From an optimization exercise on the open Yosys and OpenROAD flow, aimed at small area, a short achievable clock period and few clock cycles; shortcuts taken in it are not production practice. At most, simulation tests tie the RTL to the original design; equivalence was not proved. Power and IR drop assume default switching activity.

// deparser_top
module deparser_top
(
	input wire clk,
	input wire aresetn,
	input deparser_pkg::phv_t phv,
	input wire phv_empty,
	output logic phv_rd_en,
	input deparser_pkg::vlan_id_t vlan_id,
	input wire vlan_empty,
	output logic vlan_rd_en,
	input deparser_pkg::head_data_t head_data,
	input deparser_pkg::head_keep_t head_keep,
	input deparser_pkg::head_last_t head_last,
	input wire head_empty,
	output logic head_rd_en,
	input deparser_pkg::seg_data_t body_data,
	input deparser_pkg::seg_keep_t body_keep,
	input wire body_last,
	input wire body_empty,
	output logic body_rd_en,
	output deparser_pkg::seg_data_t out_data,
	output deparser_pkg::seg_keep_t out_keep,
	output logic out_last,
	output logic out_valid,
	input wire out_ready,
	input deparser_pkg::seg_data_t ctrl_data,
	input wire ctrl_valid,
	input wire ctrl_last
);
	logic wr_en;
	deparser_pkg::table_addr_t wr_addr;
	logic [31:0] wr_data, lookup;
	deparser_pkg::table_addr_t rd_addr;
	act_table_loader u_loader (.clk(clk), .aresetn(aresetn), .ctrl_data(ctrl_data),
		.ctrl_valid(ctrl_valid), .ctrl_last(ctrl_last), .wr_en(wr_en), .wr_addr(wr_addr),
		.wr_data(wr_data));
	act_table_ram u_ram (.clk(clk), .wr_en(wr_en), .wr_addr(wr_addr), .wr_data(wr_data),
		.rd_addr(rd_addr), .rd_data(lookup));
	logic [31:0] e0, e0_n;
	deparser_pkg::table_addr_t i1;
	logic ev0, ev1, ev0_n, ev1_n;
	logic j0v, j0d, j1v, j1d, j0v_n, j0d_n, j1v_n, j1d_n;
	deparser_pkg::head_data_t ov0, ov1;
	deparser_pkg::head_keep_t om0, om1;
  ...
Size in the first run: roughly 4600 cells after synthesis, about 1500 flip-flops, about 770 I/O pins, roughly 65000 um^2 of cells after synthesis.
make LEC_CHECK=0 CAP_MARGIN=20 CORE_MARGIN=2 CORE_UTILIZATION=40 CTS_BUF_LIST=sky130_fd_sc_hd__clkbuf_16 CTS_CLUSTER_DIAMETER=60 CTS_CLUSTER_SIZE=24 SETUP_SLACK_MARGIN=5.0 SLEW_MARGIN=20 SYNTH_HIERARCHICAL=1 SYNTH_MINIMUM_KEEP_SIZE=1000000 finish   # period 9.0 ns
run.sh (not shown) runs the stock make flow with config.mk's settings and CLKGATE_MAP_FILE= SYNTH_SCRIPT=/design/flow/synth_recipe.tcl, a recipe that flattens the netlist after the stock synthesis.
The baseline passed the timing, design-rule and antenna checks.
Edit:
Settings changed: CTS_BUF_LIST sky130_fd_sc_hd__clkbuf_16 to not set, CTS_CLUSTER_DIAMETER 60 to not set, CTS_CLUSTER_SIZE 24 to not set.
=>
- routed wire length barely changes
- worst setup slack barely changes
- combinational power hardly moves
- sequential share of layout area decreases by 0.61 points
- power increases by about 6%
- cell area increases by 1.2%
- non-clock buffer count decreases by 2
Edit:
Settings changed: CTS_BUF_LIST set to sky130_fd_sc_hd__clkbuf_8, CTS_CLUSTER_DIAMETER set to 50, CTS_CLUSTER_SIZE set to 14.
Worst hold slack gains 0.0079 ns.
Cell area decreases by 2.1%.
Power goes down by 9.4%.
Die area is unchanged.
Count of clock-buffer cells in the layout goes down by 46.
Core utilization shrinks by 1.1 points.
Non-clock buffer count falls by 1.
Function was not checked in any run of this note: the RTL went through the layout flow alone.

## run A
deparser_top, a different RTL version from the one above (not shown whole).
Size in the first run: roughly 4300 cells after synthesis.
## deparser_top
module deparser_top
(
	input wire clk,
	input wire aresetn,
	input deparser_pkg::phv_t phv,
	input wire phv_empty,
	output logic phv_rd_en,
	input deparser_pkg::vlan_id_t vlan_id,
	input wire vlan_empty,
	output logic vlan_rd_en,
	input deparser_pkg::head_data_t head_data,
	input deparser_pkg::head_keep_t head_keep,
	input deparser_pkg::head_last_t head_last,
	input wire head_empty,
	output logic head_rd_en,
	input deparser_pkg::seg_data_t body_data,
	input deparser_pkg::seg_keep_t body_keep,
	input wire body_last,
	input wire body_empty,
	output logic body_rd_en,
	output deparser_pkg::seg_data_t out_data,
	output deparser_pkg::seg_keep_t out_keep,
	output logic out_last,
	output logic out_valid,
	input wire out_ready,
	input deparser_pkg::seg_data_t ctrl_data,
	input wire ctrl_valid,
	input wire ctrl_last
);
clock: 9.0 ns
lec_check: 0
cap_margin: 0
core_margin: 2
core_utilization: 40
cts_buf_list: sky130_fd_sc_hd__clkbuf_8
cts_cluster_diameter: 50
cts_cluster_size: 14
setup_slack_margin: 5.0
slew_margin: 0
synth_hierarchical: 1
synth_minimum_keep_size: 1000000
standard.sh (not shown) runs the stock make flow with config.mk's settings and CLKGATE_MAP_FILE= SYNTH_SCRIPT=/design/flow/synth_recipe.tcl, a recipe that flattens the netlist after the stock synthesis.
==> flow/flow/run.sh <==
#!/bin/bash
set -uo pipefail
here=$(pwd)
export BUFFER_PORTS_ARGS="-buffer_cell sky130_fd_sc_hd__buf_1"
export CTS_ARGS="-sink_clustering_enable -repair_clock_nets -dont_use_dummy_load -sink_clustering_size 14 -sink_clustering_max_diameter 50 -buf_list sky130_fd_sc_hd__clkbuf_8"
export IO_CONSTRAINTS="$here/flow/io.tcl"
bash standard.sh > standard.log 2>&1
==> flow/flow/io.tcl <==
# Keep the FIFO handshake pins and the output handshake next to each other, so the
# paths from an empty flag to its read enable stay short.
set ctl {vlan_empty vlan_rd_en phv_empty phv_rd_en phv[384] head_empty head_rd_en head_last[0] head_last[1] body_empty body_rd_en body_last out_ready out_valid}
set_io_pin_constraint -pin_names $ctl -region right:180-220
Testbench counts of run A, summed over its fixed seeds: cycles 7,832.
diff inputs: run A => run B
diff --git a/flow/config.mk b/flow/config.mk
--- a/flow/config.mk
+++ b/flow/config.mk
@@ -6,5 +6,5 @@
 export NUM_CORES = 8
 export LEC_CHECK = 0
-export CAP_MARGIN = 0
+export CAP_MARGIN = 20
 export CORE_MARGIN = 2
 export CORE_UTILIZATION = 40
@@ -12,6 +12,7 @@
 export CTS_CLUSTER_DIAMETER = 50
 export CTS_CLUSTER_SIZE = 14
+export PLACE_DENSITY = 0.75
 export SETUP_SLACK_MARGIN = 5.0
-export SLEW_MARGIN = 0
+export SLEW_MARGIN = 20
 export SYNTH_HIERARCHICAL = 1
 export SYNTH_MINIMUM_KEEP_SIZE = 1000000
Results
- Going from run A to run B, wire length on met1 went down by about 2.8%, power went down by 140 uW, worst path setup slack after routing went down by 31 ps.
- Compare run A and run B | sum of routed wire length over all layers lower: run A
What run C does differently from run B at the input level:
diff --git a/flow/config.mk b/flow/config.mk
--- a/flow/config.mk
+++ b/flow/config.mk
@@ -12,5 +12,4 @@
 export CTS_CLUSTER_DIAMETER = 50
 export CTS_CLUSTER_SIZE = 14
-export PLACE_DENSITY = 0.75
 export SETUP_SLACK_MARGIN = 5.0
 export SLEW_MARGIN = 20
Notes after the runs:
The final layout from run C, which completed every stage, passed the timing, design-rule and antenna checks at the end of the flow.
Run C ended up with a higher power dissipated by switching net loads than run B did.
Peak per-stage delay on the critical path across run B and run C: no real change.
Going from run B to run C, post-route minimum period fell by 21 ps; final standard cell area without fillers stayed essentially flat.
Final worst-path setup slack was lower in the run labelled run B.
Compared with run B, in run C routability congestion estimate from global placement shows no meaningful change, full die area held steady.
#### Input delta (run D over run C)
==> flow/flow/run.sh <==
#!/bin/bash
set -uo pipefail
here=$(pwd)
export BUFFER_PORTS_ARGS="-buffer_cell sky130_fd_sc_hd__buf_1"
export CTS_ARGS="-sink_clustering_enable -repair_clock_nets -dont_use_dummy_load -sink_clustering_size 14 -sink_clustering_max_diameter 50 -buf_list sky130_fd_sc_hd__clkbuf_8"
export SETUP_SLACK_MARGIN=5.3
export IO_CONSTRAINTS="$here/flow/io.tcl"
bash standard.sh > standard.log 2>&1
diff --git a/flow/config.mk b/flow/config.mk
--- a/flow/config.mk
+++ b/flow/config.mk
@@ -12,5 +12,4 @@
 export CTS_CLUSTER_DIAMETER = 50
 export CTS_CLUSTER_SIZE = 14
-export SETUP_SLACK_MARGIN = 5.0
 export SLEW_MARGIN = 20
 export SYNTH_HIERARCHICAL = 1
## What came out
- The final layouts of run D and run C pass the timing, design-rule and antenna checks.
- For run C, the first element of the critical path was head_empty, unlike run D, where it was out_ready.
- The critical-path cell with the highest stage delay comes out sky130_fd_sc_hd__nand2b_4 in one run and sky130_fd_sc_hd__a21oi_4 in the other, namely in run C and run D respectively.
- Compared to run C, run D has setup slack 9.2 ps lower.
- Compared with run C, in run D routed wire length has increased, final cell area excluding filler cells has increased.

## job 101
deparser_top, a different RTL version from the one above (not shown whole).
Size: about 770 I/O pins, ~62,000 sq um of cells after synthesis.
export LEC_CHECK = 0
export CAP_MARGIN = 20
export CORE_MARGIN = 2
export CORE_UTILIZATION = 60
export CTS_BUF_LIST = sky130_fd_sc_hd__clkbuf_8
export CTS_CLUSTER_DIAMETER = 50
export CTS_CLUSTER_SIZE = 14
export SETUP_SLACK_MARGIN = 5.0
export SLEW_MARGIN = 20
export SYNTH_HIERARCHICAL = 1
export SYNTH_MINIMUM_KEEP_SIZE = 1000000
create_clock -name core_clock -period 9.0 [get_ports {clk}]
==> flow/flow/run.sh <==
#!/bin/bash
set -uo pipefail
here=$(pwd)
export BUFFER_PORTS_ARGS="-buffer_cell sky130_fd_sc_hd__buf_1"
export CTS_ARGS="-sink_clustering_enable -repair_clock_nets -dont_use_dummy_load -sink_clustering_size 14 -sink_clustering_max_diameter 50 -buf_list sky130_fd_sc_hd__clkbuf_8"
export IO_CONSTRAINTS="$here/flow/io.tcl"
bash standard.sh > standard.log 2>&1
Scripts as last shown in full above: flow/flow/io.tcl
Changes in job 102 relative to job 101:
diff --git a/flow/config.mk b/flow/config.mk
--- a/flow/config.mk
+++ b/flow/config.mk
@@ -8,9 +8,9 @@
 export CAP_MARGIN = 20
 export CORE_MARGIN = 2
-export CORE_UTILIZATION = 60
+export CORE_UTILIZATION = 40
 export CTS_BUF_LIST = sky130_fd_sc_hd__clkbuf_8
 export CTS_CLUSTER_DIAMETER = 50
 export CTS_CLUSTER_SIZE = 14
-export SETUP_SLACK_MARGIN = 5.0
+export SETUP_SLACK_MARGIN = 4.85
 export SLEW_MARGIN = 20
 export SYNTH_HIERARCHICAL = 1
--- outcome ---
Job 102 — fraction of power spent switching nets 0.22 points lower, job 101 as reference
Looking at met1 demand-to-capacity share in global routing, job 102 sits 14 points lower than job 101 does.
The lower global-route usage of job 101 and job 102 is in job 102.
Synthesized cell count: job 102 vs job 101 identical
The following lists how job 103 was set up differently from job 102:
diff --git a/flow/config.mk b/flow/config.mk
--- a/flow/config.mk
+++ b/flow/config.mk
@@ -12,5 +12,5 @@
 export CTS_CLUSTER_DIAMETER = 50
 export CTS_CLUSTER_SIZE = 14
-export SETUP_SLACK_MARGIN = 4.85
+export SETUP_SLACK_MARGIN = 5.0
 export SLEW_MARGIN = 20
 export SYNTH_HIERARCHICAL = 1
Findings:
Relative to job 102, number of vias per cell has decreased by 0.36% in job 103. Taking job 102 as the reference, in job 103 via count closely matched the old numbers, internal power component closely matched the old numbers.
No run of this note included a check of the RTL's function; only the layout flow was run.

port drivers added, routing unchanged:
In the flow no input, the clock included, has a driving cell. The finished layouts below were timed again as built, in two steps. Step 1 (the two cells are an assumption about what drives the block):
set clk [get_ports {clk}]
set_driving_cell -lib_cell sky130_fd_sc_hd__clkbuf_16 $clk
set_driving_cell -lib_cell sky130_fd_sc_hd__buf_2 [delete_from_list [all_inputs] $clk]
Step 2, shift: input delay + t, output delay - t, t = (earliest + latest rising clock arrival at the registers) / 2. This alone moves slack from input paths to output paths. Slacks: ideal / step 1 / step 2; pairs: ideal / step 1.
| run | shift t [ns] | slack for setup (ns) | worst hold slack (ns) | clock arrival spread, ns |
|---|---|---|---|---|
| the first run of note 1 | 0.827 | 4.732 / 4.674 / 4.125 | 0.495 / 0.495 / 0.495 | 0.066 / 0.065 |
| the second run of note 1 | 0.856 | 4.733 / 4.675 / 4.048 | 0.488 / 0.488 / 0.488 | 0.036 / 0.036 |
| the third run of note 1 | 0.984 | 4.712 / 4.651 / 3.867 | 0.496 / 0.496 / 0.496 | 0.063 / 0.064 |
| run A | 0.904 | 4.917 / 4.783 / 4.338 | 0.261 / 0.261 / 0.261 | 0.117 / 0.117 |
| run B | 0.906 | 4.886 / 4.797 / 4.116 | 0.283 / 0.283 / 0.283 | 0.133 / 0.133 |
| run C | 0.900 | 4.907 / 4.786 / 4.303 | 0.271 / 0.271 / 0.271 | 0.121 / 0.121 |
| run D | 0.900 | 4.897 / 4.776 / 4.309 | 0.267 / 0.267 / 0.267 | 0.164 / 0.165 |
| job 101 | 0.871 | 4.794 / 4.767 / 4.173 | 0.506 / 0.506 / 0.506 | 0.142 / 0.142 |
| job 102 | 0.962 | 4.707 / 4.607 / 3.958 | 0.497 / 0.497 / 0.497 | 0.142 / 0.142 |
| job 103 | 0.939 | 4.781 / 4.686 / 4.198 | 0.506 / 0.506 / 0.506 | 0.130 / 0.130 |
After both steps every run listed still meets setup and hold. The setup slack of the third run of note 1, which loses most, moves by -0.061 ns with the drivers and by -0.845 ns with both steps.
